This is an optimization exercise on Yosys and OpenROAD, whose aim is small area, a short achievable clock period and few clock cycles per item, not a production implementation. RTL that was checked went through simulation tests only; none was proved equivalent to the original. The RTL of runs 1 to 4 and 6 was laid out without a check of its function. The clock input has no modelled driver; a real chip could not lean on it and would need a root buffer or a full tree. Power and IR drop assume default switching activity.

[config.mk]
export PLATFORM = sky130hd
export DESIGN_NAME = trimmed_mean_ph_converter
export DESIGN_NICKNAME = trimmed_mean_ph_converter
export VERILOG_FILES = /design/flow/design.v
export SDC_FILE = /design/flow/constraint.sdc
export NUM_CORES = 4
export LEC_CHECK = 0
export ABC_AREA = 1
export CAP_MARGIN = 20
export CORE_MARGIN = 2
export CORE_UTILIZATION = 55
export PLACE_DENSITY = 0.7
export SLEW_MARGIN = 20
[constraint.sdc]
create_clock -name core_clock -period 8.0 [get_ports {i_clk}]
set_input_delay 1.6000 -clock core_clock [delete_from_list [all_inputs] [get_ports {i_clk}]]
set_output_delay 1.6000 -clock core_clock [all_outputs]
set_load 0.01 [all_outputs]
[design.v]
package tmpc_pkg;
    localparam int DEF_WINDOW      = 10;
    localparam int DEF_DROP        = 2;
    localparam int DEF_SAMPLE_BITS = 12;
    localparam int OFFSET_W   = 17;
    localparam int GAIN_W     = 20;
    localparam int PH_W       = 18;
    localparam int TSUM_W     = 15;
    localparam int CFG_IDX_W  = 2;
    localparam int CFG_DATA_W = 20;
    localparam logic [CFG_IDX_W-1:0] REG_OFFSET = 2'd0;
    localparam logic [CFG_IDX_W-1:0] REG_GAIN   = 2'd1;
    localparam logic signed [OFFSET_W-1:0] OFFSET_RESET = 17'sd21340;
    localparam logic [GAIN_W-1:0]          GAIN_RESET   = 20'd304000;
endpackage
import tmpc_pkg::*;
module tmpc_ctrl
#(
    parameter int WINDOW      = DEF_WINDOW,
    parameter int DROP        = DEF_DROP,
    parameter int SAMPLE_BITS = DEF_SAMPLE_BITS
) (
    input  logic                   i_clk,
    input  logic                   i_rst_n,
    input  logic                   i_start,
    input  logic [SAMPLE_BITS-1:0] i_sample,
    output logic                   o_busy,
    output logic [SAMPLE_BITS-1:0] o_x,         
    output logic                   o_xv,        
    output logic                   o_first,     
    output logic                   o_pop_ok,    
    output logic                   o_pfirst,    
    output logic                   o_last       
);
    localparam int FILL_W = $clog2(WINDOW);
    logic [FILL_W-1:0] r_cnt;
    assign o_busy = 1'b0;
    always_ff @(posedge i_clk) begin
        o_x <= i_start ? i_sample : '1;
        if (!i_rst_n) begin
            o_xv <= 1'b0;
        end else begin
            o_xv <= i_start;
        end
    end
    assign o_first  = (r_cnt == '0);
    assign o_pop_ok = (r_cnt >= FILL_W'(DROP));
    assign o_pfirst = (r_cnt == FILL_W'(DROP));
    assign o_last   = (r_cnt == FILL_W'(WINDOW - 1));
    always_ff @(posedge i_clk) begin
        if (!i_rst_n) begin
            r_cnt <= '0;
        end else if (o_xv) begin
            r_cnt <= o_last ? '0 : r_cnt + 1'b1;
        end
    end
endmodule
import tmpc_pkg::*;
module tmpc_lt
#(
    parameter int W = 12
) (
    input  logic [W-1:0] i_a,
    input  logic [W-1:0] i_b,
    output logic         o_lt
);
    logic [W:0] w_l;
    assign w_l[0] = 1'b0;
    genvar i;
    generate
        for (i = 0; i < W; i++) begin : g_bit
            assign w_l[i+1] = (~i_a[i] & i_b[i]) | (~(i_a[i] & ~i_b[i]) & w_l[i]);
        end
    endgenerate
    assign o_lt = w_l[W];
endmodule
module tmpc_sum_sign
#(
    parameter int W = 23
) (
    input  logic [W-1:0] i_a,
    input  logic [W-1:0] i_b,
    output logic         o_sign
);
    localparam int N = W - 1;              
    localparam int L = $clog2(N);
    logic [N-1:0] w_g [L+1];
    logic [N-1:0] w_p [L+1];
    always_comb begin
        for (int i = 0; i < N; i++) begin
            w_g[0][i] = i_a[i] & i_b[i];
            w_p[0][i] = i_a[i] | i_b[i];
        end
        for (int l = 0; l < L; l++) begin
            for (int i = 0; i < N; i++) begin
                if (i >= (1 << l)) begin
                    w_g[l+1][i] = w_g[l][i] | (w_p[l][i] & w_g[l][i - (1 << l)]);
                    w_p[l+1][i] = w_p[l][i] & w_p[l][i - (1 << l)];
                end else begin
                    w_g[l+1][i] = w_g[l][i];
                    w_p[l+1][i] = w_p[l][i];
                end
            end
        end
    end
    assign o_sign = i_a[N] ^ i_b[N] ^ w_g[L][N-1];
endmodule
module tmpc_dp
#(
    parameter int SAMPLE_BITS = DEF_SAMPLE_BITS
) (
    input  logic                         i_clk,
    input  logic                         i_rst_n,
    input  logic [SAMPLE_BITS-1:0]       i_x,
    input  logic                         i_xv,
    input  logic                         i_first,
    input  logic                         i_pop_ok,
    input  logic                         i_pfirst,
    input  logic                         i_last,
    input  logic                         i_cfg_wr,
    input  logic [CFG_IDX_W-1:0]         i_cfg_index,
    input  logic [CFG_DATA_W-1:0]        i_cfg_data,
    output logic                         o_valid,
    output logic signed [PH_W-1:0]       o_ph_milli,
    output logic [TSUM_W-1:0]            o_trimmed_sum
);
    localparam int SB  = SAMPLE_BITS;
    localparam int AW  = TSUM_W;           
    localparam int XW  = GAIN_W + 3;       
    localparam int PW  = XW - 2;           
    logic [SB-1:0] r_m1, r_m2;             
    logic          w_lt1, w_lt2;
    logic [SB-1:0] r_p;
    logic          r_pv, r_pfirst, r_plast;
    logic [SB-1:0] r_x1, r_x2;             
    logic          r_sub1, r_sub2, r_subx, r_done;
    tmpc_lt #(.W(SB)) u_lt1 (.i_a(i_x), .i_b(r_m1), .o_lt(w_lt1));
    tmpc_lt #(.W(SB)) u_lt2 (.i_a(i_x), .i_b(r_m2), .o_lt(w_lt2));
    always_ff @(posedge i_clk) begin
        if (i_first) begin
            r_m1 <= i_x;
            r_m2 <= '1;
        end else begin
            r_m1 <= w_lt1 ? i_x : r_m1;
            r_m2 <= w_lt1 ? r_m1 : (w_lt2 ? i_x : r_m2);
        end
    end
    logic [SB-1:0] w_x1n;                  
    always_ff @(posedge i_clk) begin
        if (r_pv && r_plast) begin
            r_p <= ~w_x1n;
        end else if (r_sub1) begin
            r_p <= ~r_x2;
        end else if (i_xv && i_pop_ok) begin
            r_p <= w_lt2 ? r_m2 : i_x;
        end else begin
            r_p <= '0;
        end
    end
    always_ff @(posedge i_clk) begin
        if (!i_rst_n) begin
            r_pv     <= 1'b0;
            r_pfirst <= 1'b0;
            r_plast  <= 1'b0;
        end else begin
            r_pv     <= i_xv && i_pop_ok;
            r_pfirst <= i_xv && i_pfirst;
            r_plast  <= i_xv && i_last;
        end
    end
    logic          w_gt1, w_gt2;
    localparam int AL = 8;
    logic [AL-1:0]    r_acc_lo;
    logic [AW-AL-1:0] r_acc_hi;
    logic             r_acc_c;
    logic [AL:0]      w_acc_lo;
    logic [AW-1:0]    w_acc;
    tmpc_lt #(.W(SB)) u_gt1 (.i_a(r_x1), .i_b(r_p), .o_lt(w_gt1));
    tmpc_lt #(.W(SB)) u_gt2 (.i_a(r_x2), .i_b(r_p), .o_lt(w_gt2));
    assign w_x1n = w_gt1 ? r_p : r_x1;
    always_ff @(posedge i_clk) begin
        if (r_pfirst) begin
            r_x1 <= r_p;
            r_x2 <= '0;
        end else begin
            r_x1 <= w_x1n;
            r_x2 <= w_gt1 ? r_x1 : (w_gt2 ? r_p : r_x2);
        end
    end
    assign w_acc = {r_acc_hi + (AW-AL)'(r_acc_c), r_acc_lo};
    assign w_acc_lo = {1'b0, r_pfirst ? AL'(2) : r_acc_lo} + {1'b0, r_p[AL-1:0]};
    always_ff @(posedge i_clk) begin
        r_acc_lo <= w_acc_lo[AL-1:0];
        r_acc_c  <= w_acc_lo[AL];
        r_acc_hi <= (r_pfirst ? '0 : r_acc_hi) + {{(AW-SB){r_subx}}, r_p[SB-1:AL]}
                    + (AW-AL)'(r_acc_c & ~r_pfirst);
    end
    always_ff @(posedge i_clk) begin
        if (!i_rst_n) begin
            r_sub1 <= 1'b0;
            r_sub2 <= 1'b0;
            r_subx <= 1'b0;
            r_done <= 1'b0;
        end else begin
            r_sub1 <= r_pv && r_plast;
            r_sub2 <= r_sub1;
            r_subx <= (r_pv && r_plast) || r_sub1;
            r_done <= r_sub2;
        end
    end
    logic signed [OFFSET_W-1:0] r_offset;
    logic [GAIN_W-1:0]          r_gain;
    always_ff @(posedge i_clk) begin
        if (!i_rst_n) begin
            r_offset <= OFFSET_RESET;
            r_gain   <= GAIN_RESET;
        end else if (i_cfg_wr) begin
            if (i_cfg_index == REG_OFFSET) r_offset <= $signed(i_cfg_data[OFFSET_W-1:0]);
            if (i_cfg_index == REG_GAIN)   r_gain   <= i_cfg_data[GAIN_W-1:0];
        end
    end
    localparam int RW = 18;
    logic [RW-1:0]   r_sum;
    logic [3:0]      r_step;               
    logic            r_off;
    logic            r_valid;
    logic signed [XW-1:0] r_w;             
    logic signed [XW-1:0] r_b;             
    logic [2:0]      w_dig;
    logic            w_neg, w_one, w_two, w_off;
    logic signed [XW-1:0] w_bn;
    always_comb begin
        if (r_done) begin
            w_dig = {r_acc_lo[1], r_acc_lo[0], 1'b0};
        end else if (r_step != 4'd0 && r_step < 4'd8) begin
            w_dig = r_sum[3:1];
        end else begin
            w_dig = 3'b000;
        end
        w_neg = ~w_dig[2] & (w_dig[1] | w_dig[0]);     
        w_one = w_dig[1] ^ w_dig[0];
        w_two = (w_dig[2] & ~w_dig[1] & ~w_dig[0]) | (~w_dig[2] & w_dig[1] & w_dig[0]);
        w_off = (r_step == 4'd8);
        w_bn  = ({XW{w_one}} & XW'({1'b0, r_gain})) |
                ({XW{w_two}} & XW'({1'b0, r_gain, 1'b0})) |
                ({XW{w_off}} & {{(XW-OFFSET_W){r_offset[OFFSET_W-1]}}, r_offset});
        w_bn  = w_bn ^ {XW{w_neg}};
    end
    always_ff @(posedge i_clk) begin
        if (!i_rst_n) begin
            r_step  <= 4'd0;
            r_valid <= 1'b0;
        end else begin
            r_step  <= r_done ? 4'd1 :
                       ((r_step != 4'd0 && r_step != 4'd9) ? r_step + 4'd1 : 4'd0);
            r_valid <= (r_step == 4'd9);
        end
    end
    always_ff @(posedge i_clk) begin
        r_b   <= w_bn;
        r_off <= w_off;
    end
    always_ff @(posedge i_clk) begin
        if (r_done) begin
            r_sum <= RW'(w_acc);
        end else begin
            r_sum <= {r_sum[1:0], r_sum[RW-1:2]};
        end
    end
    logic [AW:0]          w_n;             
    logic [AW+1:0]        w_x;             
    logic                 w_xc;
    logic [AW+1:0]        w_ax;            
    logic signed [PW-1:0] w_p;
    logic signed [XW-1:0] w_a, w_s;
    logic                 w_sat;
    assign w_ax = {1'b0, w_acc, 1'b0};
    always_comb begin
        for (int i = 0; i <= AW; i++) begin
            w_n[i] = ((i % 2) == 0) ? (~w_ax[i+2] & (w_ax[i+1] | w_ax[i])) : 1'b0;
        end
        w_xc = 1'b0;
        for (int i = 0; i < 8; i++) begin
            w_x[2*i]   = ~(w_n[2*i] ^ w_xc);
            w_x[2*i+1] = ~(w_n[2*i] | w_xc);
            w_xc       = w_xc | w_n[2*i];
        end
        w_x[16] = w_xc;
        w_p   = r_w[XW-1:2];
        w_a   = {{2{w_p[PW-1]}}, w_p};
        w_s   = w_a + r_b;
        w_sat = r_off & w_s[XW-1] & ~(&w_s[XW-2:PH_W-1]);
    end
    always_ff @(posedge i_clk) begin
        if (r_done) begin
            r_w <= XW'({w_x, 2'b00});
        end else begin
            r_w <= {w_s[XW-1:PH_W], w_s[PH_W-1] | w_sat, w_s[PH_W-2:0] & {(PH_W-1){~w_sat}}};
        end
    end
    assign o_valid       = r_valid;
    assign o_ph_milli    = r_w[PH_W-1:0];
    assign o_trimmed_sum = r_sum[AW-1:0];
endmodule
import tmpc_pkg::*;
module trimmed_mean_ph_converter
#(
    parameter int WINDOW      = DEF_WINDOW,
    parameter int DROP        = DEF_DROP,
    parameter int SAMPLE_BITS = DEF_SAMPLE_BITS
) (
    input  logic                   i_clk,
    input  logic                   i_rst_n,
    input  logic                   i_start,
    output logic                   o_busy,
    input  logic [SAMPLE_BITS-1:0] i_sample,
    output logic                   o_valid,
    output logic signed [PH_W-1:0] o_ph_milli,
    output logic [TSUM_W-1:0]      o_trimmed_sum,
    input  logic                   i_cfg_valid,
    output logic                   o_cfg_ready,
    input  logic [CFG_IDX_W-1:0]   i_cfg_index,
    input  logic [CFG_DATA_W-1:0]  i_cfg_data
);
    logic [SAMPLE_BITS-1:0] w_x;
    logic w_xv, w_first, w_pop_ok, w_pfirst, w_last;
    assign o_cfg_ready = 1'b1;
    tmpc_ctrl #(
        .WINDOW      (WINDOW),
        .DROP        (DROP),
        .SAMPLE_BITS (SAMPLE_BITS)
    ) u_ctrl (
        .i_clk    (i_clk),
        .i_rst_n  (i_rst_n),
        .i_start  (i_start),
        .i_sample (i_sample),
        .o_busy   (o_busy),
        .o_x      (w_x),
        .o_xv     (w_xv),
        .o_first  (w_first),
        .o_pop_ok (w_pop_ok),
        .o_pfirst (w_pfirst),
        .o_last   (w_last)
    );
    tmpc_dp #(
        .SAMPLE_BITS (SAMPLE_BITS)
    ) u_dp (
        .i_clk         (i_clk),
        .i_rst_n       (i_rst_n),
        .i_x           (w_x),
        .i_xv          (w_xv),
        .i_first       (w_first),
        .i_pop_ok      (w_pop_ok),
        .i_pfirst      (w_pfirst),
        .i_last        (w_last),
        .i_cfg_wr      (i_cfg_valid & o_cfg_ready),
        .i_cfg_index   (i_cfg_index),
        .i_cfg_data    (i_cfg_data),
        .o_valid       (o_valid),
        .o_ph_milli    (o_ph_milli),
        .o_trimmed_sum (o_trimmed_sum)
    );
endmodule
[flow/run.sh]
#!/bin/bash
# Layout flow: the standard ORFS flow (standard.sh, unchanged synthesis),
# with these changes to how the layout is made; the design, clock period and
# constraints are unchanged:
#  - every port still gets a buffer, but a plain sky130_fd_sc_hd__buf_2
#    instead of the delay cell buffer_ports picks by default;
#  - the clock tree uses clkbuf_16 clusters of up to 25 sinks and no dummy
#    loads; post_cts.tcl then drives the leaf buffers straight from the root
#    buffer and removes the middle level, so every register gets its clock
#    through the root buffer and one leaf buffer;
#  - timing repair aims for a setup slack margin of 5.4 ns.
# make's full output goes to make_finish.log in this folder; each ORFS step
# keeps its own log under orfs/logs/ (post_cts.tcl prints into 4_1_cts.log).
set -euo pipefail
export BUFFER_PORTS_ARGS="-buffer_cell sky130_fd_sc_hd__buf_2"
export CTS_ARGS="-sink_clustering_enable -repair_clock_nets -dont_use_dummy_load -sink_clustering_size 25 -sink_clustering_max_diameter 150 -buf_list sky130_fd_sc_hd__clkbuf_16 -root_buf sky130_fd_sc_hd__clkbuf_16 -distance_between_buffers 2000 -branching_point_buffers_distance 2000"
export POST_CTS_TCL="$(pwd)/flow/post_cts.tcl"
bash standard.sh SETUP_SLACK_MARGIN=5.4 finish > make_finish.log 2>&1
[flow/post_cts.tcl]
# After clock tree synthesis: if the tree has a middle level between the root
# buffer (the one driven by the clock port) and the leaf buffers, and the
# root can drive all leaf buffers itself, drive them from the root and remove
# the middle buffers. Every register still gets its clock through the root
# buffer and one leaf buffer.
set block [ord::get_db_block]
set clk_net [[$block findBTerm i_clk] getNet]
set root ""
foreach it [$clk_net getITerms] {
  set m [[$it getInst] getMaster]
  if {[string match "*clkbuf*" [$m getName]]} { set root [$it getInst] }
}
if {$root ne ""} {
  set root_net [[$root findITerm X] getNet]
  set mids {}
  set leaves 0
  set ok 1
  foreach it [$root_net getITerms] {
    set inst [$it getInst]
    if {$inst == $root} continue
    if {![string match "*clkbuf*" [[$inst getMaster] getName]]} { set ok 0; continue }
    lappend mids $inst
    set out [[$inst findITerm X] getNet]
    foreach lt [$out getITerms] {
      if {[$lt getInst] == $inst} continue
      if {![string match "*clkbuf*" [[[$lt getInst] getMaster] getName]]} { set ok 0 }
      incr leaves
    }
  }
  puts "post_cts: root [$root getName], [llength $mids] middle buffers, $leaves leaf buffers, ok $ok"
  if {$ok && [llength $mids] > 0 && $leaves <= 16} {
    foreach mid $mids {
      set out [[$mid findITerm X] getNet]
      foreach lt [$out getITerms] {
        if {[$lt getInst] == $mid} continue
        $lt disconnect
        $lt connect $root_net
      }
      [$mid findITerm A] disconnect
      [$mid findITerm X] disconnect
      puts "post_cts: removed [$mid getName]"
      odb::dbInst_destroy $mid
      odb::dbNet_destroy $out
    }
  }
}
[standard.sh]
#!/bin/bash
# synth_recipe.tcl (not shown) runs the flow's synth.tcl, then flattens the netlist and writes it again
# the make line also repeats each setting of config.mk as NAME=value (left out here)
make -C /OpenROAD-flow-scripts/flow DESIGN_CONFIG=/design/flow/config.mk WORK_HOME=/design/flow/orfs CLKGATE_MAP_FILE= SYNTH_SCRIPT=/design/flow/synth_recipe.tcl "${@:-finish}"
==> flow_summary.toml, run 1 <==
[run_status]
status = "complete, no violations"

[drt]
drt_pass1_iterations = 7
drt-met1-wl_mm = 12.1
antenna_left = 0
wl_per_cell_um = 13.1
drc_errors = 0
vias_per_cell = 5.17
drt_iter0_markers = 613
drt-total-wl_mm = 23.4
top_layer_used = "met4"
vias = 9211
wl_met2_mm = 9.79
route.met3.wl_mm = 1.22

[cts]
clk-insertion-delay-late_ns = 0.41
cts.sink_count = 206
clk_pin_slew_worst_paths_ns = 0.10

[synth]
synth_cell_types = 43
synth_enable_flop_cells = 12
async_flop_share_pct = 0
syn_inst = 1516
synth_nets = 1606
synthFlopType = "dfxtp_1"
synth_top_area_share_pct = 35.8
ys_seq_elements = 206
synth_warnings = 2
synth.area.top_cells = "dfxtp_1 (36%), nand2_1 (13%), inv_1 (7.2%)"
yosysSeqAreaShare_pct = 39.2
synth_area_mm2 = 0.0108
syn_area_per_cell_um2 = 7.15
synth_top_area_cell = "dfxtp_1"

[placement]
place_ws_ns = 4.29
dp_hpwl_mm = 17.2
gp_congestion = 0.887
io_buffers = 71
placed_area_mm2 = 0.0111
dpl.cell_count = 1767

[power_and_ir_drop]
switching_power_mw = 0.783
pwr_density_cell_mw_per_mm2 = 211
seqPwrFrac_pct = 52.6
p_comb_share_pct = 25.4
power_frac_clock_pct = 22.1
switching_share_pct = 32.4
peakVddDrop_v = 0.000168
internal_power_mw = 1.64
p_leak_nw = 5.92
power_mw = 2.42

[sta]
fin_hold_ws_ns = 0.421
worstMarginPinSlew_ns = 0.922
setup-violations-final = 0
finalMaxSlewViolations = 0
skew_ns = 0.0563
min_period_ns = 2.52
slew_headroom_pct = 38.4
worst_slack_ns = 5.48
fmax_mhz = 398
hold_violations = 0
rsz0062_at_grt = "no"
tns_ns = 0
fin_crit_sh_pct = 31.4

[floorplan]
die_w_um = 144
dieArea_mm2 = 0.0208
initial_utilization_pct = 55.9
core-area_mm2 = 0.0194
dieHeight_um = 144
rows = 51
ios = 74

[worst_hold_path]
hp-class = "reg -> reg"

[critical_path]
endpoint_kind = "output port"
crit_chain = "buf_2"
arrival_ns = 0.92
path_class = "reg -> out"
critPathTopFamily = "flip-flops"
worstPathBufferInverterCount = 1
critPathMaxFanout = 2
cpMaxStageDelayCell = "dfxtp_1"
critical_path.startpoint_type = "register"
crit_required_ns = 6.40
slowest_delay_ns = 0.37

[final_layout]
layout.cells.most_common = "nand2_1"
syn_to_final_growth_pct = 5.67
diodes = 0
most-common-layout-cells = "nand2_1 (369), inv_1 (208), dfxtp_1 (184)"
stdcell_count = 1783
post-route-cell-area_mm2 = 0.0115
drive_gt1_share_pct = 8.96
nNetsFinal = 1610
post-route-util_pct = 59.0

[global_routing]
antenna_found_initial = 0
grt_start_max_net_pins = 47
grt_use_total_pct = 23.0
grt_pass1_vias = 7861
grt_overflow = 0
grt_pass1_wl_mm = 38.3

[job]
cap_viol_max_count = 0
-- per-layer routing --
layer,vias to the layer above,track usage [%]
li1,4848,-
met1,4125,35.2
met2,222,33.7
met3,16,3.64
met4,0,5.47
met5,-,0
-- registers in the layout (all words and copies together), names as in the netlist, 4 cells and up --
register / count
u_ctrl.o_x: 12
u_ctrl.r_cnt: 4
u_dp.r_acc_hi: 7
u_dp.r_acc_lo: 8
u_dp.r_b: 22
u_dp.r_gain: 20
u_dp.r_m1: 12
u_dp.r_m2: 12
u_dp.r_offset: 17
u_dp.r_p: 12
u_dp.r_step: 4
u_dp.r_sum: 18
u_dp.r_w: 23
u_dp.r_x1: 12
u_dp.r_x2: 12
-- cells by family after synthesis --
group,after synthesis,share of synthesized area (%)
and+or+nand+nor,645,25.0
buffers and inverters,308,12.2
adders and majority gates,52,6.28
DFF,206,39.2
other,2,0.0693
AOI/OAI and AO/OA,255,13.3
xor gates and xnor gates,48,3.95
-- power groups by stage --
stage | Clock (mW) | Sequential [mW] | Combinational (mW)
after floorplan | 0 | 1.27 | 0.510
after global placement | 0 | 1.29 | 0.592
after detailed placement | 0 | 1.29 | 0.607
after global routing | 0.589 | 1.29 | 0.714
final | 0.534 | 1.27 | 0.613
-- layout make-up --
cell class	count	area, µm²
clock buffers	10	250
fillers	1877	7950
inverters	219	845
multi-input cells	1002	5330
flip-flops and latches	206	4260
well taps	265	332
repair buffers	80	427
repair inverters	1	5.00
-- final timing paths --
kind / startpoint / to / slack, ns / cells after the start
setup / recovery: u_dp.r_sum[4]$_DFF_P_ / o_trimmed_sum[4] / 5.48 / 1
hold / removal: u_dp.r_sub2$_SDFF_PN0_ / u_dp.r_done$_SDFF_PN0_ / 0.42 / 2
setup reg to reg: u_dp.r_w[2]$_DFF_P_ / u_dp.r_w[10]$_DFF_P_ / 5.56 / 12
hold reg to reg: u_dp.r_sub2$_SDFF_PN0_ / u_dp.r_done$_SDFF_PN0_ / 0.42 / 2
-- synthesized netlist by cell type (8+ instances only) --
cell and count:
a21oi_1 81, buf_2 16, buf_4 38, clkbuf_1 31, dfxtp_1 194, edfxtp_1 12, ha_1 48, inv_1 209
nand2_1 370, nand2_2 8, nand3_1 123, nand4_1 16, nor2_1 111, o21ai_0 102, o221ai_1 19, o22ai_1 21
xor2_1 42
==> inputs of run 2 (changes only) <==
--- a/design.v
+++ b/design.v
@@ -133,7 +133,8 @@
     logic [SB-1:0] r_p;
     logic          r_pv, r_pfirst, r_plast;
     logic [SB-1:0] r_x1, r_x2;             
-    logic          r_sub1, r_sub2, r_subx, r_done;
+    logic          r_sub1, r_sub2, r_done;
+    logic          w_subx;
     tmpc_lt #(.W(SB)) u_lt1 (.i_a(i_x), .i_b(r_m1), .o_lt(w_lt1));
     tmpc_lt #(.W(SB)) u_lt2 (.i_a(i_x), .i_b(r_m2), .o_lt(w_lt2));
     always_ff @(posedge i_clk) begin
@@ -187,24 +188,23 @@
             r_x2 <= w_gt1 ? r_x1 : (w_gt2 ? r_p : r_x2);
         end
     end
-    assign w_acc = {r_acc_hi + (AW-AL)'(r_acc_c), r_acc_lo};
+    assign w_subx = r_sub1 | r_sub2;      
+    assign w_acc  = {r_acc_hi + (AW-AL)'(r_acc_c), r_acc_lo};
     assign w_acc_lo = {1'b0, r_pfirst ? AL'(2) : r_acc_lo} + {1'b0, r_p[AL-1:0]};
     always_ff @(posedge i_clk) begin
         r_acc_lo <= w_acc_lo[AL-1:0];
         r_acc_c  <= w_acc_lo[AL];
-        r_acc_hi <= (r_pfirst ? '0 : r_acc_hi) + {{(AW-SB){r_subx}}, r_p[SB-1:AL]}
+        r_acc_hi <= (r_pfirst ? '0 : r_acc_hi) + {{(AW-SB){w_subx}}, r_p[SB-1:AL]}
                     + (AW-AL)'(r_acc_c & ~r_pfirst);
     end
     always_ff @(posedge i_clk) begin
         if (!i_rst_n) begin
             r_sub1 <= 1'b0;
             r_sub2 <= 1'b0;
-            r_subx <= 1'b0;
             r_done <= 1'b0;
         end else begin
             r_sub1 <= r_pv && r_plast;
             r_sub2 <= r_sub1;
-            r_subx <= (r_pv && r_plast) || r_sub1;
             r_done <= r_sub2;
         end
     end
@@ -222,7 +222,7 @@
     localparam int RW = 18;
     logic [RW-1:0]   r_sum;
     logic [3:0]      r_step;               
-    logic            r_off;
+    logic            w_offs;               
     logic            r_valid;
     logic signed [XW-1:0] r_w;             
     logic signed [XW-1:0] r_b;             
@@ -256,9 +256,9 @@
             r_valid <= (r_step == 4'd9);
         end
     end
+    assign w_offs = (r_step == 4'd9);
     always_ff @(posedge i_clk) begin
-        r_b   <= w_bn;
-        r_off <= w_off;
+        r_b <= w_bn;
     end
     always_ff @(posedge i_clk) begin
         if (r_done) begin
@@ -273,6 +273,7 @@
     logic [AW+1:0]        w_ax;            
     logic signed [PW-1:0] w_p;
     logic signed [XW-1:0] w_a, w_s;
+    logic                 w_sneg;          
     logic                 w_sat;
     assign w_ax = {1'b0, w_acc, 1'b0};
     always_comb begin
@@ -289,8 +290,13 @@
         w_p   = r_w[XW-1:2];
         w_a   = {{2{w_p[PW-1]}}, w_p};
         w_s   = w_a + r_b;
-        w_sat = r_off & w_s[XW-1] & ~(&w_s[XW-2:PH_W-1]);
+        w_sat = w_offs & w_sneg;
     end
+    tmpc_sum_sign #(.W(XW)) u_sat (
+        .i_a    (w_a),
+        .i_b    (XW'({~r_offset[OFFSET_W-1], r_offset})),
+        .o_sign (w_sneg)
+    );
     always_ff @(posedge i_clk) begin
         if (r_done) begin
             r_w <= XW'({w_x, 2'b00});
--- a/flow/run.sh
+++ b/flow/run.sh
@@ -15,4 +15,4 @@
 export BUFFER_PORTS_ARGS="-buffer_cell sky130_fd_sc_hd__buf_2"
 export CTS_ARGS="-sink_clustering_enable -repair_clock_nets -dont_use_dummy_load -sink_clustering_size 25 -sink_clustering_max_diameter 150 -buf_list sky130_fd_sc_hd__clkbuf_16 -root_buf sky130_fd_sc_hd__clkbuf_16 -distance_between_buffers 2000 -branching_point_buffers_distance 2000"
 export POST_CTS_TCL="$(pwd)/flow/post_cts.tcl"
-bash standard.sh SETUP_SLACK_MARGIN=5.4 finish > make_finish.log 2>&1
+bash standard.sh SETUP_SLACK_MARGIN=5.45 finish > make_finish.log 2>&1
--- a/config.mk
+++ b/config.mk
@@ -9,5 +9,4 @@
 export CAP_MARGIN = 20
 export CORE_MARGIN = 2
 export CORE_UTILIZATION = 55
-export PLACE_DENSITY = 0.7
 export SLEW_MARGIN = 20
==> run 2 against run 1 <==
  * Still clean on timing, DRC and antenna
  * Hold slack worse by 0.010 ns
  * Critical path depth unchanged
  * Clock-buffer cell count unchanged
  * Area after synthesis about the same
  * Register-to-register slack about the same
  * Final cell count rose by 0.22%
  * Maximum frequency hardly changed
  * Synthesized cell count shrank 1.4%
  * Power rose by 8.3%
  * Via count increased by 2.3%
  * Setup slack improved by 0.0018 ns
  * Largest cell class unchanged
==> flow_summary.toml, run 2 <==
[critical_path]
worstPathBufferInverterCount = 1
endpoint_kind = "output port"
r2r_slack_ns = 5.56
slowest_delay_ns = 0.38
crit_required_ns = 6.40
crit_chain = "buf_6"
arrival_ns = 0.91
critical_path.startpoint_type = "register"
path_class = "reg -> out"
critPathMaxFanout = 2
cpMaxStageDelayCell = "dfxtp_4"
critPathTopFamily = "flip-flops"

[synth]
ys_seq_elements = 204
yosysMostFrequentCell = "nand2_1"
synth_area_mm2 = 0.0108
synth_nets = 1585
synthFlopType = "dfxtp_1"
synth_top_area_cell = "dfxtp_1"
synth_cell_types = 46
synth_commonest_cells = "nand2_1 (309), inv_1 (231), dfxtp_1 (192)"
async_flop_share_pct = 0
synth.area.top_cells = "dfxtp_1 (35%), nand2_1 (11%), inv_1 (8.0%)"
synth_top_area_share_pct = 35.5
syn_area_per_cell_um2 = 7.24
syn_inst = 1495
synth_enable_flop_cells = 12
synth_warnings = 5
yosysSeqAreaShare_pct = 38.8

[drt]
drc_errors = 0
drt_iter0_markers = 521
wl_per_cell_um = 15.1
vias_per_cell = 5.27
drt_pass1_iterations = 6
vias = 9420
antenna_left = 0
drt-total-wl_mm = 27.0

[sta]
finalMaxSlewViolations = 0
fin_crit_sh_pct = 31.4
setup-violations-final = 0
worstMarginPinSlew_ns = 0.815
slew_headroom_pct = 45.6
hold_violations = 0
rsz0062_at_grt = "yes"
tns_ns = 0
min_period_ns = 2.51
skew_ns = 0.0601
fmax_mhz = 398
worst_slack_ns = 5.49

[final_layout]
reg_top3 = "u_dp.r_w: 23 flops, u_dp.r_b: 22 flops, u_dp.r_gain: 20 flops"
syn_to_final_growth_pct = 9.61
most-common-layout-cells = "nand2_1 (304), inv_1 (226), dfxtp_1 (160)"
stdcell_count = 1787
nNetsFinal = 1614
largest-register = "u_dp.r_w"
layout.cells.most_common = "nand2_1"
diodes = 0
drive_gt1_share_pct = 12.2
post-route-cell-area_mm2 = 0.0119
largest_reg_flops = 23

[placement]
place_ws_ns = 4.72
dpl.cell_count = 1746
dp_hpwl_mm = 19.6
io_buffers = 71
gp_congestion = 0.868
placed_area_mm2 = 0.0110

[cts]
clk-insertion-delay-late_ns = 0.41
cts.sink_count = 204
clk_pin_slew_worst_paths_ns = 0.10

[run_status]
status = "complete, no violations"

[floorplan]
core-area_mm2 = 0.0194
ios = 74
die_w_um = 144
dieHeight_um = 144
dieArea_mm2 = 0.0208
rows = 51
initial_utilization_pct = 55.8

[power_and_ir_drop]
peakVddDrop_v = 0.000171
pwr_density_cell_mw_per_mm2 = 221
p_leak_nw = 5.92

[global_routing]
grt_pass1_wl_mm = 43.5
antenna_found_initial = 0
grt_pass1_vias = 8801
grt_overflow = 0
grt_start_max_net_pins = 45
grt_use_total_pct = 27.0

[job]
cap_viol_max_count = 0

[worst_hold_path]
hp-class = "reg -> reg"
-- run 2: stage by stage --
stage	hold slack [ns]	power [mW]	utilization (%)
3_5_place_dp	0.395	2.01	56.9
3_3_place_gp	0.392	2.00	56.9
6_report	0.410	2.62	61.2
5_1_grt	0.433	2.80	61.2
2_1_floorplan	0.388	1.85	-
-- run 2: path summary, 6_finish.rpt --
path | start | endpoint | depth (start not counted)
setup / recovery | u_dp.r_w[8]$_DFF_P_ | o_ph_milli[8] | 1
hold / removal | u_dp.r_sum[17]$_SDFF_PP0_ | u_dp.r_sum[15]$_SDFF_PP0_ | 2
setup reg to reg | u_dp.r_acc_lo[3]$_DFF_P_ | u_dp.r_w[16]$_DFF_P_ | 11
hold reg to reg | u_dp.r_sum[17]$_SDFF_PP0_ | u_dp.r_sum[15]$_SDFF_PP0_ | 2
-- run 2: report_power, final --
group | switching (mW) | internal [mW]
Sequential | 0.107 | 1.18
Combinational | 0.475 | 0.314
Clock | 0.316 | 0.224
-- run 2: cells by family after synthesis --
family | Yosys count | share of synthesized area (%)
and+or+nand+nor | 599 | 23.5
other | 2 | 0.0693
DFF | 204 | 38.8
adders and majority gates | 52 | 6.28
AOI/OAI and AO/OA | 260 | 14.0
buffers and inverters | 325 | 13.0
xor gates and xnor gates | 53 | 4.29
-- run 2: routing by layer --
metal / vias up / global-route usage, % / wire, µm
li1: 4871 / - / -
met2: 161 / 49.7 / 14100
met1: 4358 / 32.0 / 11500
met4: 0 / 8.07 / 569
met5: - / 0 / 0
met3: 30 / 4.74 / 810
-- run 2: final cells by class --
cell class	count	area, µm²
well taps	265	332
repair buffers	105	771
multi-input cells	966	5330
clock buffers	10	250
fillers	1890	7530
flip-flops and latches	204	4280
repair inverters	2	12.5
inverters	235	897
==> inputs of run 3 (changes only) <==
--- a/flow/run.sh
+++ b/flow/run.sh
@@ -15,4 +15,4 @@
 export BUFFER_PORTS_ARGS="-buffer_cell sky130_fd_sc_hd__buf_2"
 export CTS_ARGS="-sink_clustering_enable -repair_clock_nets -dont_use_dummy_load -sink_clustering_size 25 -sink_clustering_max_diameter 150 -buf_list sky130_fd_sc_hd__clkbuf_16 -root_buf sky130_fd_sc_hd__clkbuf_16 -distance_between_buffers 2000 -branching_point_buffers_distance 2000"
 export POST_CTS_TCL="$(pwd)/flow/post_cts.tcl"
-bash standard.sh SETUP_SLACK_MARGIN=5.45 finish > make_finish.log 2>&1
+bash standard.sh SETUP_SLACK_MARGIN=5.4 finish > make_finish.log 2>&1
==> run 3 against run 2 <==
  * Still clean on timing, DRC and antenna
  * Highest routed layer unchanged
  * Wire length fell by 0.75%
  * Synthesized cell count unchanged
  * Largest cell class unchanged
  * Clock power about the same
==> flow_summary.toml, run 3 <==
[worst_hold_path]
holdPathEnd = "u_dp.r_sum[15]$_SDFF_PP0_"
hold_depth = 2
hp-class = "reg -> reg"
min_from = "u_dp.r_sum[17]$_SDFF_PP0_"

[final_layout]
reg_top3 = "u_dp.r_w: 23 flops, u_dp.r_b: 22 flops, u_dp.r_gain: 20 flops"
n_fill_cell = 1919
most-common-layout-cells = "nand2_1 (305), inv_1 (227), dfxtp_1 (170)"
layout.cells.most_common = "nand2_1"
diodes = 0
drive_gt1_share_pct = 10.8
syn_to_final_growth_pct = 7.43
largest_reg_flops = 23
largest-register = "u_dp.r_w"
nNetsFinal = 1605

[critical_path]
path_class = "reg -> out"
critPathMaxFanout = 4
cpMaxStageDelayCell = "dfxtp_2"
critPathTopFamily = "flip-flops"
reg2reg_to = "u_dp.r_w[16]$_DFF_P_"
critical_path.startpoint_type = "register"
r2r-start = "u_dp.r_acc_lo[3]$_DFF_P_"
endpoint_kind = "output port"
slowest_delay_ns = 0.39
crit_chain = "buf_2"
worst_r2r_path_depth = 11
arrival_ns = 0.94
crit_required_ns = 6.40
worstPathBufferInverterCount = 1
r2r_slack_ns = 5.54

[sta]
skew_ns = 0.0606
fmax_mhz = 393
fin_crit_sh_pct = 31.8
setup-violations-final = 0
min_period_ns = 2.54
hold_violations = 0
slew_headroom_pct = 45.4
rsz0062_at_grt = "no"
finalMaxSlewViolations = 0
tns_ns = 0
worstMarginPinSlew_ns = 0.819

[synth]
syn_inst = 1495
async_flop_share_pct = 0
synth_cell_types = 46
synth_top_area_share_pct = 35.5
syn_area_per_cell_um2 = 7.24
yosysMostFrequentCell = "nand2_1"
synthFlopType = "dfxtp_1"
yosysSeqAreaShare_pct = 38.8
synth_area_mm2 = 0.0108
synth_enable_flop_cells = 12
synth_nets = 1585
ys_seq_elements = 204
synth_top_area_cell = "dfxtp_1"
synth.area.top_cells = "dfxtp_1 (35%), nand2_1 (11%), inv_1 (8.0%)"
synth_commonest_cells = "nand2_1 (309), inv_1 (231), dfxtp_1 (192)"
synth_warnings = 5

[power_and_ir_drop]
seqPwrFrac_pct = 49.9
internal_power_mw = 1.69
power_frac_clock_pct = 20.9
switching_share_pct = 34.5
pwr_density_cell_mw_per_mm2 = 222
p_leak_nw = 5.83
peakVddDrop_v = 0.000171
p_comb_share_pct = 29.2
switching_power_mw = 0.891
power_mw = 2.59

[drt]
antenna_left = 0
drt_iter0_markers = 522
vias = 9368
drt-total-wl_mm = 26.8
drt_pass1_iterations = 5
drc_errors = 0
wl_per_cell_um = 15.1
vias_per_cell = 5.27

[global_routing]
antenna_found_initial = 0
grt_overflow = 0
grt_pass1_wl_mm = 43.4
grt_pass1_vias = 8747
grt_use_total_pct = 26.9
grt_start_max_net_pins = 45

[cts]
clk_pin_slew_worst_paths_ns = 0.10
clk-insertion-delay-late_ns = 0.41
cts.sink_count = 204

[floorplan]
dieHeight_um = 144
die_w_um = 144
dieArea_mm2 = 0.0208
core-area_mm2 = 0.0194
ios = 74
rows = 51
initial_utilization_pct = 55.8

[job]
cap_viol_max_count = 0

[placement]
io_buffers = 71
dp_hpwl_mm = 19.6
gp_congestion = 0.868

[run_status]
status = "complete, no violations"
run 3: cell count changes in the layout (fill, tap and decap cells not counted), sizes merged:
cell  change
buf       -9
run 3: layer usage:
layer	GRT usage [%]	part of all wire [%]	vias up
met5	0	0	-
met3	4.80	3.4	30
met4	8.07	2.0	0
li1	-	-	4855
met2	49.5	52	147
met1	31.9	43	4336
run 3: stage by stage:
step	setup WS (ns)	hold slack, ns	utilization [%]	area, µm²	instances
after floorplan	5.50	0.388	-	10800	1495
after global placement	4.76	0.392	56.9	11000	1746
after detailed placement	4.72	0.395	56.9	11000	1746
after global routing	5.40	0.433	60.0	11600	1778
final	5.46	0.412	60.0	11600	1778
run 3: cells by family (layout without fill, tap and decap cells):
group / count (synthesis) / in the layout / synth area share [%]
and+or+nand+nor: 599 / 599 / 23.5
buffers and inverters: 325 / 343 / 13.0
AOI/OAI and AO/OA: 260 / 260 / 14.0
DFF: 204 / 204 / 38.8
xor gates and xnor gates: 53 / 53 / 4.29
adders and majority gates: 52 / 52 / 6.28
other: 2 / 2 / 0.0693
run 3: worst max-delay path by stage:
stage / from / to / depth (start not counted)
after global placement: i_cfg_index[1] / u_dp.r_gain[18]$_SDFFE_PN1P_ / 5
after floorplan: i_cfg_index[1] / u_dp.r_offset[10]$_SDFFE_PN0P_ / 7
after global routing: u_dp.r_step[0]$_SDFF_PN0_ / u_dp.r_b[19]$_DFF_P_ / 10
final: u_dp.r_w[13]$_DFF_P_ / o_ph_milli[13] / 1
after detailed placement: i_cfg_index[1] / u_dp.r_gain[7]$_SDFFE_PN1P_ / 5
run 3: power groups by stage:
stage / sequential, mW / clock (mW) / combinational (mW)
floorplan: 1.27 / 0 / 0.577
global placement: 1.31 / 0 / 0.691
detailed placement: 1.31 / 0 / 0.698
global route: 1.31 / 0.594 / 0.867
finish: 1.29 / 0.540 / 0.756
run 3: layout make-up:
cell class	count	area, µm²	share of cell area [%]
Timing Repair Buffer	96	566	4.86
Sequential cell	204	4260	36.6
Tap cell	265	332	2.85
Inverter	235	897	7.71
Multi-Input combinational cell	966	5320	45.7
Timing Repair inverter	2	12.5	0.108
Clock buffer	10	250	2.15
==> inputs of run 4 (changes only) <==
--- a/config.mk
+++ b/config.mk
@@ -9,4 +9,5 @@
 export CAP_MARGIN = 20
 export CORE_MARGIN = 2
 export CORE_UTILIZATION = 55
+export PLACE_DENSITY = 0.7
 export SLEW_MARGIN = 20
==> run 4 against run 3 <==
  * Critical endpoint is now o_ph_milli[2]
  * Die area stayed put
  * Highest routed layer unchanged
  * Combinational power shrank 2.8%
  * Clock power hardly changed
  * Design area fell by 0.67%
  * Register-to-register slack is essentially flat
  * Core utilization down 0.40 points
  * Power shrank 0.49%
  * Synthesized cell count unchanged
==> flow_summary.toml, run 4 <==
[run_status]
status = "complete, no violations"

[floorplan]
rows = 51
dieArea_mm2 = 0.0208
die_w_um = 144
initial_utilization_pct = 55.8
core-area_mm2 = 0.0194
dieHeight_um = 144
ios = 74

[critical_path]
cpMaxStageDelayCell = "dfxtp_2"
reg2reg_to = "u_dp.r_w[12]$_DFF_P_"
path_class = "reg -> out"
critPathTopFamily = "flip-flops"
cp-startpoint = "u_dp.r_w[2]$_DFF_P_"
worstPathBufferInverterCount = 1
crit_chain = "buf_2"
r2r-start = "u_dp.r_b[0]$_DFF_P_"
slowest_delay_ns = 0.39
worst_r2r_path_depth = 15
endpoint_kind = "output port"
path_depth = 1
crit_end = "o_ph_milli[2]"
r2r_slack_ns = 5.55
critical_path.startpoint_type = "register"
critPathMaxFanout = 3
crit_required_ns = 6.40
arrival_ns = 0.95

[synth]
syn_inst = 1495
synth_nets = 1585
synth_commonest_cells = "nand2_1 (309), inv_1 (231), dfxtp_1 (192)"
synth_area_mm2 = 0.0108
synth_enable_flop_cells = 12
ys_seq_elements = 204
synth.area.top_cells = "dfxtp_1 (35%), nand2_1 (11%), inv_1 (8.0%)"
yosysMostFrequentCell = "nand2_1"
yosysSeqAreaShare_pct = 38.8
synth_warnings = 5
async_flop_share_pct = 0
synth_top_area_cell = "dfxtp_1"
synthFlopType = "dfxtp_1"
synth_cell_types = 46
synth_top_area_share_pct = 35.5
syn_area_per_cell_um2 = 7.24

[placement]
dp_hpwl_mm = 19.5
gp_congestion = 0.867
dpl.cell_count = 1743
io_buffers = 71

[global_routing]
antenna_found_initial = 0
grt_overflow = 0
grt_pass1_wl_mm = 43.1
grt_pass1_vias = 8874
grt_start_max_net_pins = 45
grt_use_total_pct = 26.2

[sta]
worstMarginPinSlew_ns = 0.972
hold_violations = 0
slew_headroom_pct = 35.0
skew_ns = 0.0545
min_period_ns = 2.55
fin_hold_ws_ns = 0.413
fmax_mhz = 393
setup-violations-final = 0
rsz0062_at_grt = "no"
finalMaxSlewViolations = 0
fin_crit_sh_pct = 31.8
tns_ns = 0

[final_layout]
most-common-layout-cells = "nand2_1 (306), inv_1 (226), dfxtp_1 (171)"
post-route-util_pct = 59.6
stdcell_count = 1770
diodes = 0
layout.cells.most_common = "nand2_1"
largest-register = "u_dp.r_w"
drive_gt1_share_pct = 10.4
nNetsFinal = 1597
largest_reg_flops = 23
reg_top3 = "u_dp.r_w: 23 flops, u_dp.r_b: 22 flops, u_dp.r_gain: 20 flops"
syn_to_final_growth_pct = 6.71

[power_and_ir_drop]
p_comb_share_pct = 28.6
internal_power_mw = 1.68
switching_power_mw = 0.890
seqPwrFrac_pct = 50.4
p_leak_nw = 5.77
pwr_density_cell_mw_per_mm2 = 223
switching_share_pct = 34.6
power_frac_clock_pct = 21.0
peakVddDrop_v = 0.000123

[cts]
clk_pin_slew_worst_paths_ns = 0.10
clk-insertion-delay-late_ns = 0.40
cts.sink_count = 204

[worst_hold_path]
min_from = "u_dp.r_sum[17]$_SDFF_PP0_"
hp-class = "reg -> reg"
hold_depth = 2

[job]
cap_viol_max_count = 0

[drt]
wl_per_cell_um = 15.1
drt_iter0_markers = 592
antenna_left = 0
drt-total-wl_mm = 26.8
drc_errors = 0
drt_pass1_iterations = 5
vias_per_cell = 5.38
vias = 9531
-- run 4: cell counts after synthesis --
Identical to the previous run, type by type.
-- run 4: cell type report --
cell class,instances,area (µm²)
multi-input combinational,966,5320
timing repair buffer,86,468
fill,1890,7840
sequential,204,4270
tap,265,332
inverter,235,901
timing repair inverter,4,22.5
clock buffer,10,250
-- run 4: routing by layer --
layer	track usage, %	part of all wire, %
met1	30.1	42
met2	48.8	51
met3	3.97	3.5
met4	9.96	3.1
met5	0	0
-- run 4: cell families (layout without fill, tap and decap cells) --
group                    count (synthesis)  after routing  synth area share [%]
buffers and inverters                  325            335                  13.0
AND/OR/NAND/NOR                        599            599                  23.5
adder cells (fa/ha/maj)                 52             52                  6.28
XOR/XNOR                                53             53                  4.29
other                                    2              2                0.0693
AO/OA/AOI/OAI                          260            260                  14.0
flip-flops                             204            204                  38.8
-- run 4: how the worst min path moves through the flow --
stage	endpoint	slack [ns]
after floorplan	u_dp.r_sum[15]$_SDFF_PP0_	0.39
after global routing	u_dp.r_done$_SDFF_PN0_	0.45
after detailed placement	u_dp.r_sum[15]$_SDFF_PP0_	0.40
final	u_dp.r_sum[15]$_SDFF_PP0_	0.41
after global placement	u_dp.r_sum[15]$_SDFF_PP0_	0.40
-- run 4: per-stage QoR --
step                      power (mW)  instance area (µm²)  setup slack (ns)
final                           2.57                11600              5.45
after global placement          2.00                11000              4.79
after global routing            2.74                11600              5.41
after floorplan                 1.85                10800              5.50
after detailed placement        2.01                11000              4.71
-- run 4: power groups by stage --
stage / Clock, mW / Sequential, mW / Combinational (mW)
finish: 0.541 / 1.30 / 0.735
global route: 0.589 / 1.31 / 0.843
detailed placement: 0 / 1.32 / 0.693
global placement: 0 / 1.31 / 0.682
floorplan: 0 / 1.27 / 0.577
==> inputs of run 5 (changes only) <==
--- a/design.v
+++ b/design.v
@@ -133,8 +133,7 @@
     logic [SB-1:0] r_p;
     logic          r_pv, r_pfirst, r_plast;
     logic [SB-1:0] r_x1, r_x2;             
-    logic          r_sub1, r_sub2, r_done;
-    logic          w_subx;
+    logic          r_sub1, r_sub2, r_subx, r_done;
     tmpc_lt #(.W(SB)) u_lt1 (.i_a(i_x), .i_b(r_m1), .o_lt(w_lt1));
     tmpc_lt #(.W(SB)) u_lt2 (.i_a(i_x), .i_b(r_m2), .o_lt(w_lt2));
     always_ff @(posedge i_clk) begin
@@ -188,23 +187,24 @@
             r_x2 <= w_gt1 ? r_x1 : (w_gt2 ? r_p : r_x2);
         end
     end
-    assign w_subx = r_sub1 | r_sub2;      
-    assign w_acc  = {r_acc_hi + (AW-AL)'(r_acc_c), r_acc_lo};
+    assign w_acc = {r_acc_hi + (AW-AL)'(r_acc_c), r_acc_lo};
     assign w_acc_lo = {1'b0, r_pfirst ? AL'(2) : r_acc_lo} + {1'b0, r_p[AL-1:0]};
     always_ff @(posedge i_clk) begin
         r_acc_lo <= w_acc_lo[AL-1:0];
         r_acc_c  <= w_acc_lo[AL];
-        r_acc_hi <= (r_pfirst ? '0 : r_acc_hi) + {{(AW-SB){w_subx}}, r_p[SB-1:AL]}
+        r_acc_hi <= (r_pfirst ? '0 : r_acc_hi) + {{(AW-SB){r_subx}}, r_p[SB-1:AL]}
                     + (AW-AL)'(r_acc_c & ~r_pfirst);
     end
     always_ff @(posedge i_clk) begin
         if (!i_rst_n) begin
             r_sub1 <= 1'b0;
             r_sub2 <= 1'b0;
+            r_subx <= 1'b0;
             r_done <= 1'b0;
         end else begin
             r_sub1 <= r_pv && r_plast;
             r_sub2 <= r_sub1;
+            r_subx <= (r_pv && r_plast) || r_sub1;
             r_done <= r_sub2;
         end
     end
@@ -222,7 +222,7 @@
     localparam int RW = 18;
     logic [RW-1:0]   r_sum;
     logic [3:0]      r_step;               
-    logic            w_offs;               
+    logic            r_off;
     logic            r_valid;
     logic signed [XW-1:0] r_w;             
     logic signed [XW-1:0] r_b;             
@@ -256,9 +256,9 @@
             r_valid <= (r_step == 4'd9);
         end
     end
-    assign w_offs = (r_step == 4'd9);
     always_ff @(posedge i_clk) begin
-        r_b <= w_bn;
+        r_b   <= w_bn;
+        r_off <= w_off;
     end
     always_ff @(posedge i_clk) begin
         if (r_done) begin
@@ -290,7 +290,7 @@
         w_p   = r_w[XW-1:2];
         w_a   = {{2{w_p[PW-1]}}, w_p};
         w_s   = w_a + r_b;
-        w_sat = w_offs & w_sneg;
+        w_sat = r_off & w_sneg;
     end
     tmpc_sum_sign #(.W(XW)) u_sat (
         .i_a    (w_a),
--- a/flow/run.sh
+++ b/flow/run.sh
@@ -13,6 +13,6 @@
 # keeps its own log under orfs/logs/ (post_cts.tcl prints into 4_1_cts.log).
 set -euo pipefail
 export BUFFER_PORTS_ARGS="-buffer_cell sky130_fd_sc_hd__buf_2"
-export CTS_ARGS="-sink_clustering_enable -repair_clock_nets -dont_use_dummy_load -sink_clustering_size 25 -sink_clustering_max_diameter 150 -buf_list sky130_fd_sc_hd__clkbuf_16 -root_buf sky130_fd_sc_hd__clkbuf_16 -distance_between_buffers 2000 -branching_point_buffers_distance 2000"
+export CTS_ARGS="-sink_clustering_enable -repair_clock_nets -dont_use_dummy_load -sink_clustering_size 18 -sink_clustering_max_diameter 100 -buf_list sky130_fd_sc_hd__clkbuf_16 -root_buf sky130_fd_sc_hd__clkbuf_16 -distance_between_buffers 2000 -branching_point_buffers_distance 2000"
 export POST_CTS_TCL="$(pwd)/flow/post_cts.tcl"
 bash standard.sh SETUP_SLACK_MARGIN=5.4 finish > make_finish.log 2>&1
--- a/config.mk
+++ b/config.mk
@@ -9,5 +9,4 @@
 export CAP_MARGIN = 20
 export CORE_MARGIN = 2
 export CORE_UTILIZATION = 55
-export PLACE_DENSITY = 0.7
 export SLEW_MARGIN = 20
==> run 5 against run 4 <==
  * Still clean
  * Design area rose by 0.17%
  * Maximum frequency rose by 1.1%
  * Die area rose by 0.51%
  * Hold slack got worse by 0.0045 ns
  * Sequential cell count rose by 2
  * Sequential share of layout area barely moved
==> flow_summary.toml, run 5 <==
[placement]
gp_congestion = 0.870
dp_hpwl_mm = 18.2
io_buffers = 71

[floorplan]
rows = 51
die_w_um = 145
ios = 74
core-area_mm2 = 0.0195
dieArea_mm2 = 0.0209
initial_utilization_pct = 55.9
dieHeight_um = 145

[critical_path]
critical_path.startpoint_type = "register"
critPathMaxFanout = 2
worstPathBufferInverterCount = 1
slowest_delay_ns = 0.36
crit_chain = "buf_2"
arrival_ns = 0.92
crit_required_ns = 6.40
cpMaxStageDelayCell = "dfxtp_1"
endpoint_kind = "output port"
critPathTopFamily = "flip-flops"
path_class = "reg -> out"

[cts]
cts.sink_count = 206
clk-insertion-delay-late_ns = 0.42
clk_pin_slew_worst_paths_ns = 0.08

[final_layout]
n_fill_cell = 1827
most-common-layout-cells = "nand2_1 (360), inv_1 (212), dfxtp_1 (176)"
largest_reg_flops = 23
reg_top3 = "u_dp.r_w: 23 flops, u_dp.r_b: 22 flops, u_dp.r_gain: 20 flops"
layout.cells.most_common = "nand2_1"
largest-register = "u_dp.r_w"
nNetsFinal = 1609
diodes = 0
drive_gt1_share_pct = 10.9
regArea_mm2 = 0.00427
syn_to_final_growth_pct = 6.34
multiInputGateArea_mm2 = 0.00532

[sta]
fmax_mhz = 397
tns_ns = 0
skew_ns = 0.0336
finalMaxSlewViolations = 0
worstMarginPinSlew_ns = 0.746
fin_hold_ws_ns = 0.409
slew_headroom_pct = 50.1
fin_crit_sh_pct = 31.5
rsz0062_at_grt = "no"
hold_violations = 0
min_period_ns = 2.52
setup-violations-final = 0

[synth]
synth_commonest_cells = "nand2_1 (362), inv_1 (214), dfxtp_1 (194)"
synth_top_area_share_pct = 35.7
syn_area_per_cell_um2 = 7.24
synth.area.top_cells = "dfxtp_1 (36%), nand2_1 (12%), inv_1 (7.4%)"
synth_top_area_cell = "dfxtp_1"
synthFlopType = "dfxtp_1"
yosysSeqAreaShare_pct = 39.0
syn_inst = 1504
async_flop_share_pct = 0
ys_seq_elements = 206
synth_warnings = 5
yosysMostFrequentCell = "nand2_1"
synth_nets = 1594
synth_area_mm2 = 0.0109
synth_enable_flop_cells = 12
synth_cell_types = 42

[drt]
vias_per_cell = 5.13
vias = 9142
drt-total-wl_mm = 24.9
drt_iter0_markers = 385
wl_per_cell_um = 14.0
drt_pass1_iterations = 5
drc_errors = 0
antenna_left = 0

[global_routing]
antenna_found_initial = 0
grt_start_max_net_pins = 49
grt_pass1_wl_mm = 40.0
grt_pass1_vias = 8323
grt_use_total_pct = 24.6
grt_overflow = 0

[worst_hold_path]
hp-class = "reg -> reg"

[power_and_ir_drop]
pwr_density_cell_mw_per_mm2 = 237
peakVddDrop_v = 0.000154
p_leak_nw = 5.97
power_mw = 2.74

[job]
cap_viol_max_count = 0

[run_status]
status = "complete, no violations"
-- run 5: changes by cell type after synthesis, moves of 10 or more --
cell	change
nand3_1	-63
nand2_1	+53
nor2_1	+19
inv_1	-17
o21ai_2	+10
-- run 5: cells by family after synthesis --
logic type,after synthesis,share of synthesized area (%)
AOI/OAI and AO/OA,265,14.5
buffers and inverters,312,12.7
other,2,0.0690
and+or+nand+nor,614,23.2
adders and majority gates,52,6.25
xor gates and xnor gates,53,4.26
DFF,206,39.0
-- run 5: where the power goes --
group          switching (mW)  leakage [nW]  total (mW)  internal [mW]
registers               0.106          1.71        1.31           1.20
clock network           0.336         0.160       0.623          0.287
logic                   0.503          4.09       0.806          0.303
total                   0.945          5.97        2.74           1.80
-- run 5: path summary, 6_finish.rpt --
check	start	end	slack, ns	cells after the start
max	u_dp.r_sum[11]$_DFF_P_	o_trimmed_sum[11]	5.48	1
min	u_dp.r_sum[17]$_SDFF_PP0_	u_dp.r_sum[15]$_SDFF_PP0_	0.41	2
max reg2reg	u_dp.r_acc_lo[3]$_DFF_P_	u_dp.r_w[16]$_DFF_P_	5.52	11
min reg2reg	u_dp.r_sum[17]$_SDFF_PP0_	u_dp.r_sum[15]$_SDFF_PP0_	0.41	2
-- run 5: area by class of cell --
type                            count  share of cell area (%)
Tap cell                          265                    2.86
Inverter                          222                    7.23
Multi-Input combinational cell    988                    45.9
Timing Repair Buffer               88                    4.28
Clock buffer                       13                    2.81
Sequential cell                   206                    36.9
-- run 5: layer usage --
metal  part of all wire, %  vias to the layer above  global-route usage [%]
met5                     0                        -                       0
met4                   2.0                        0                    7.72
met3                   3.1                       30                    5.17
met2                    49                      112                    43.1
met1                    46                     4182                    30.3
li1                      -                     4818                       -
-- run 5: per-stage QoR --
stage               utilization [%]  worst slack [ns]  cells  instance area (µm²)
global route                   59.5              5.40   1782                11600
global placement               56.9              5.11   1757                11100
floorplan                         -              5.55   1504                10900
finish                         59.5              5.48   1782                11600
detailed placement             56.9              5.09   1757                11100
Testbench counts of run 5, summed over its fixed seeds: cycles 16,272, windows 1,600.
==> inputs of run 6 (changes only) <==
--- a/design.v
+++ b/design.v
@@ -169,12 +169,7 @@
         end
     end
     logic          w_gt1, w_gt2;
-    localparam int AL = 8;
-    logic [AL-1:0]    r_acc_lo;
-    logic [AW-AL-1:0] r_acc_hi;
-    logic             r_acc_c;
-    logic [AL:0]      w_acc_lo;
-    logic [AW-1:0]    w_acc;
+    logic [AW-1:0] r_acc;
     tmpc_lt #(.W(SB)) u_gt1 (.i_a(r_x1), .i_b(r_p), .o_lt(w_gt1));
     tmpc_lt #(.W(SB)) u_gt2 (.i_a(r_x2), .i_b(r_p), .o_lt(w_gt2));
     assign w_x1n = w_gt1 ? r_p : r_x1;
@@ -187,13 +182,8 @@
             r_x2 <= w_gt1 ? r_x1 : (w_gt2 ? r_p : r_x2);
         end
     end
-    assign w_acc = {r_acc_hi + (AW-AL)'(r_acc_c), r_acc_lo};
-    assign w_acc_lo = {1'b0, r_pfirst ? AL'(2) : r_acc_lo} + {1'b0, r_p[AL-1:0]};
     always_ff @(posedge i_clk) begin
-        r_acc_lo <= w_acc_lo[AL-1:0];
-        r_acc_c  <= w_acc_lo[AL];
-        r_acc_hi <= (r_pfirst ? '0 : r_acc_hi) + {{(AW-SB){r_subx}}, r_p[SB-1:AL]}
-                    + (AW-AL)'(r_acc_c & ~r_pfirst);
+        r_acc <= (r_pfirst ? AW'(2) : r_acc) + {{(AW-SB){r_subx}}, r_p};
     end
     always_ff @(posedge i_clk) begin
         if (!i_rst_n) begin
@@ -231,7 +221,7 @@
     logic signed [XW-1:0] w_bn;
     always_comb begin
         if (r_done) begin
-            w_dig = {r_acc_lo[1], r_acc_lo[0], 1'b0};
+            w_dig = {r_acc[1], r_acc[0], 1'b0};
         end else if (r_step != 4'd0 && r_step < 4'd8) begin
             w_dig = r_sum[3:1];
         end else begin
@@ -262,7 +252,7 @@
     end
     always_ff @(posedge i_clk) begin
         if (r_done) begin
-            r_sum <= RW'(w_acc);
+            r_sum <= RW'(r_acc);
         end else begin
             r_sum <= {r_sum[1:0], r_sum[RW-1:2]};
         end
@@ -275,7 +265,7 @@
     logic signed [XW-1:0] w_a, w_s;
     logic                 w_sneg;          
     logic                 w_sat;
-    assign w_ax = {1'b0, w_acc, 1'b0};
+    assign w_ax = {1'b0, r_acc, 1'b0};
     always_comb begin
         for (int i = 0; i <= AW; i++) begin
             w_n[i] = ((i % 2) == 0) ? (~w_ax[i+2] & (w_ax[i+1] | w_ax[i])) : 1'b0;
--- a/flow/run.sh
+++ b/flow/run.sh
@@ -13,6 +13,6 @@
 # keeps its own log under orfs/logs/ (post_cts.tcl prints into 4_1_cts.log).
 set -euo pipefail
 export BUFFER_PORTS_ARGS="-buffer_cell sky130_fd_sc_hd__buf_2"
-export CTS_ARGS="-sink_clustering_enable -repair_clock_nets -dont_use_dummy_load -sink_clustering_size 18 -sink_clustering_max_diameter 100 -buf_list sky130_fd_sc_hd__clkbuf_16 -root_buf sky130_fd_sc_hd__clkbuf_16 -distance_between_buffers 2000 -branching_point_buffers_distance 2000"
+export CTS_ARGS="-sink_clustering_enable -repair_clock_nets -dont_use_dummy_load -sink_clustering_size 25 -sink_clustering_max_diameter 150 -buf_list sky130_fd_sc_hd__clkbuf_16 -root_buf sky130_fd_sc_hd__clkbuf_16 -distance_between_buffers 2000 -branching_point_buffers_distance 2000"
 export POST_CTS_TCL="$(pwd)/flow/post_cts.tcl"
 bash standard.sh SETUP_SLACK_MARGIN=5.4 finish > make_finish.log 2>&1
--- a/config.mk
+++ b/config.mk
@@ -9,4 +9,5 @@
 export CAP_MARGIN = 20
 export CORE_MARGIN = 2
 export CORE_UTILIZATION = 55
+export PLACE_DENSITY = 0.7
 export SLEW_MARGIN = 20
==> run 6 against run 5 <==
  * Still clean
  * Hold slack got worse by 0.0018 ns
  * Sequential power barely moved
  * Sequential cell count decreased by 1
  * Final cell count down 0.90%
  * Wire length rose by 0.98%
  * Power fell by 0.22%
  * First-iteration DRC count rose by 89%
  * Die area decreased by 1.3%
  * Largest power group unchanged
==> flow_summary.toml, run 6 <==
[run_status]
status = "complete, no violations"

[critical_path]
arrival_ns = 0.91
r2r_slack_ns = 5.56
critPathTopFamily = "flip-flops"
crit_chain = "buf_2"
slowest_delay_ns = 0.37
crit_end = "o_ph_milli[8]"
reg2reg_to = "u_dp.r_w[16]$_DFF_P_"
path_class = "reg -> out"
cp-startpoint = "u_dp.r_w[8]$_DFF_P_"
endpoint_kind = "output port"
critPathMaxFanout = 2
worstPathBufferInverterCount = 1
critical_path.startpoint_type = "register"
path_depth = 1
worst_r2r_path_depth = 10
crit_required_ns = 6.40
cpMaxStageDelayCell = "dfxtp_4"
r2r-start = "u_dp.r_acc[1]$_DFF_P_"

[sta]
fmax_mhz = 398
slew_headroom_pct = 36.2
tns_ns = 0
skew_ns = 0.0565
min_period_ns = 2.51
rsz0062_at_grt = "no"
setup-violations-final = 0
fin_hold_ws_ns = 0.407
hold_violations = 0
fin_crit_sh_pct = 31.4
worstMarginPinSlew_ns = 0.955
finalMaxSlewViolations = 0

[global_routing]
grt_pass1_wl_mm = 41.1
use_met1_pct = 35.6
grt_use_total_pct = 25.2
busiest_layer = "met2"
grt_pass1_vias = 8251
grt_start_max_net_pins = 46
antenna_found_initial = 0
met3_usage_pct = 3.87
grt_overflow = 0
met2_usage_pct = 38.6

[power_and_ir_drop]
p_leak_nw = 5.84
power_mw = 2.73
peakVddDrop_v = 0.000150
pwr_density_cell_mw_per_mm2 = 237

[worst_hold_path]
hp-class = "reg -> reg"
hold_depth = 2

[cts]
cts.sink_count = 205
clk_pin_slew_worst_paths_ns = 0.10
clk-insertion-delay-late_ns = 0.41

[floorplan]
dieHeight_um = 144
core-area_mm2 = 0.0193
initial_utilization_pct = 55.5
ios = 74
dieArea_mm2 = 0.0207
rows = 51
die_w_um = 144

[final_layout]
layout.cells.most_common = "nand2_1"
largest_reg_flops = 23
post-route-cell-area_mm2 = 0.0115
largest-register = "u_dp.r_w"
reg_top3 = "u_dp.r_w: 23 flops, u_dp.r_b: 22 flops, u_dp.r_gain: 20 flops"
most-common-layout-cells = "nand2_1 (328), inv_1 (213), dfxtp_1 (173)"
drive_gt1_share_pct = 10.3
nNetsFinal = 1590
syn_to_final_growth_pct = 7.22
n_fill_cell = 1868
diodes = 0

[synth]
synth_warnings = 5
syn_inst = 1484
synthFlopType = "dfxtp_1"
synth_commonest_cells = "nand2_1 (330), inv_1 (216), dfxtp_1 (193)"
yosysMostFrequentCell = "nand2_1"
syn_area_per_cell_um2 = 7.24
synth_area_mm2 = 0.0107
synth_top_area_share_pct = 36.0
synth.area.top_cells = "dfxtp_1 (36%), nand2_1 (12%), inv_1 (7.6%)"
yosysSeqAreaShare_pct = 39.3
synth_enable_flop_cells = 12
ys_seq_elements = 205
synth_nets = 1571
async_flop_share_pct = 0
synth_top_area_cell = "dfxtp_1"
synth_cell_types = 46

[placement]
placed_area_mm2 = 0.0110
dp_hpwl_mm = 18.3
gp_congestion = 0.924
io_buffers = 71

[drt]
drc_errors = 0
wl_per_cell_um = 14.2
drt_pass1_iterations = 5
vias_per_cell = 5.28
antenna_left = 0
drt_iter0_markers = 729
vias = 9327
drt-total-wl_mm = 25.1

[job]
cap_viol_max_count = 0
[run 6: cell type report]
cell class              instances  area (µm²)  area share, %
well taps                     265         332           2.88
repair buffers                 92         532           4.62
multi-input cells             972        5270           45.8
clock buffers                  10         250           2.17
flip-flops and latches        205        4280           37.1
inverters                     221         851           7.39
repair inverters                1        5.00         0.0435
[run 6: routing by layer]
layer  part of all wire, %  routed length [µm]  up-vias
li1                      -                   -     4825
met4                   3.2                 813        0
met3                   5.0                1250       35
met5                     0                   0        -
met1                    48               12100     4223
met2                    44               11000      244
[run 6: stage by stage]
step / util [%] / std cells / worst slack (ns)
2_1_floorplan: - / 1484 / 5.51
3_5_place_dp: 56.7 / 1738 / 4.88
3_3_place_gp: 56.7 / 1738 / 4.89
6_report: 59.5 / 1766 / 5.49
5_1_grt: 59.5 / 1766 / 5.41
[run 6: how the worst min path moves through the flow]
stage | startpoint | to
6_report | u_dp.r_sum[17]$_SDFF_PP0_ | u_dp.r_sum[15]$_SDFF_PP0_
5_1_grt | u_dp.r_sum[17]$_SDFF_PP0_ | u_dp.r_sum[15]$_SDFF_PP0_
3_5_place_dp | u_dp.r_sum[17]$_SDFF_PP0_ | u_dp.r_sum[15]$_SDFF_PP0_
3_3_place_gp | u_dp.r_sum[17]$_SDFF_PP0_ | u_dp.r_sum[15]$_SDFF_PP0_
2_1_floorplan | u_dp.r_sum[17]$_SDFF_PP0_ | u_dp.r_sum[15]$_SDFF_PP0_
[run 6: logic make-up (layout without fill, tap and decap cells)]
kind of cell               count (synthesis)  in the layout  synth area share [%]
AOI/OAI and AO/OA                        277            277                  15.1
xor gates and xnor gates                  54             54                  4.40
adders and majority gates                 49             49                  5.85
buffers and inverters                    307            324                  12.4
DFF                                      205            205                  39.3
other                                      2              2                0.0699
and+or+nand+nor                          590            590                  22.8
[run 6: where the power goes]
part	internal [mW]	switching, mW	total, mW
sequential	1.20	0.108	1.31
combinational	0.334	0.543	0.877
clock	0.225	0.319	0.544

[static timing again, ports no longer ideal]
The flow's constraints put no driver on any port. The routed layouts listed below were extracted and timed again, unchanged, in two steps. Step 1, drivers: a clkbuf_16 drives i_clk and a buf_2 each remaining input, both assumed. Step 2 adds t to the input delays and takes it off the output delays; t is the mean of the earliest and latest rising clock arrival at the registers after step 1. Input paths then give back, and output paths get back, about the clock's delay inside the block. a / b / c = ideal ports / drivers / drivers and shift; a / b = the first two.
run	t (ns)	setup slack, ns	hold slack, ns	worst setup path after step 2	worst data-port slew with drivers (ns)
run 1	0.425	5.484 / 5.438 / 5.162	0.421 / 0.421 / 0.421	input to register	0.03
run 2	0.427	5.486 / 5.442 / 5.228	0.410 / 0.410 / 0.410	input to register	0.03
run 3	0.428	5.456 / 5.412 / 5.228	0.412 / 0.412 / 0.412	input to register	0.03
run 4	0.418	5.455 / 5.409 / 5.128	0.413 / 0.413 / 0.413	input to register	0.04
run 5	0.455	5.483 / 5.436 / 5.072	0.409 / 0.409 / 0.409	input to register	0.04
run 6	0.427	5.489 / 5.444 / 5.179	0.407 / 0.407 / 0.407	input to register	0.04
After both steps setup and hold are still met in every run listed. For run 5, which loses most, drivers alone change the setup slack by -0.047 ns; drivers and shift together by -0.411 ns.
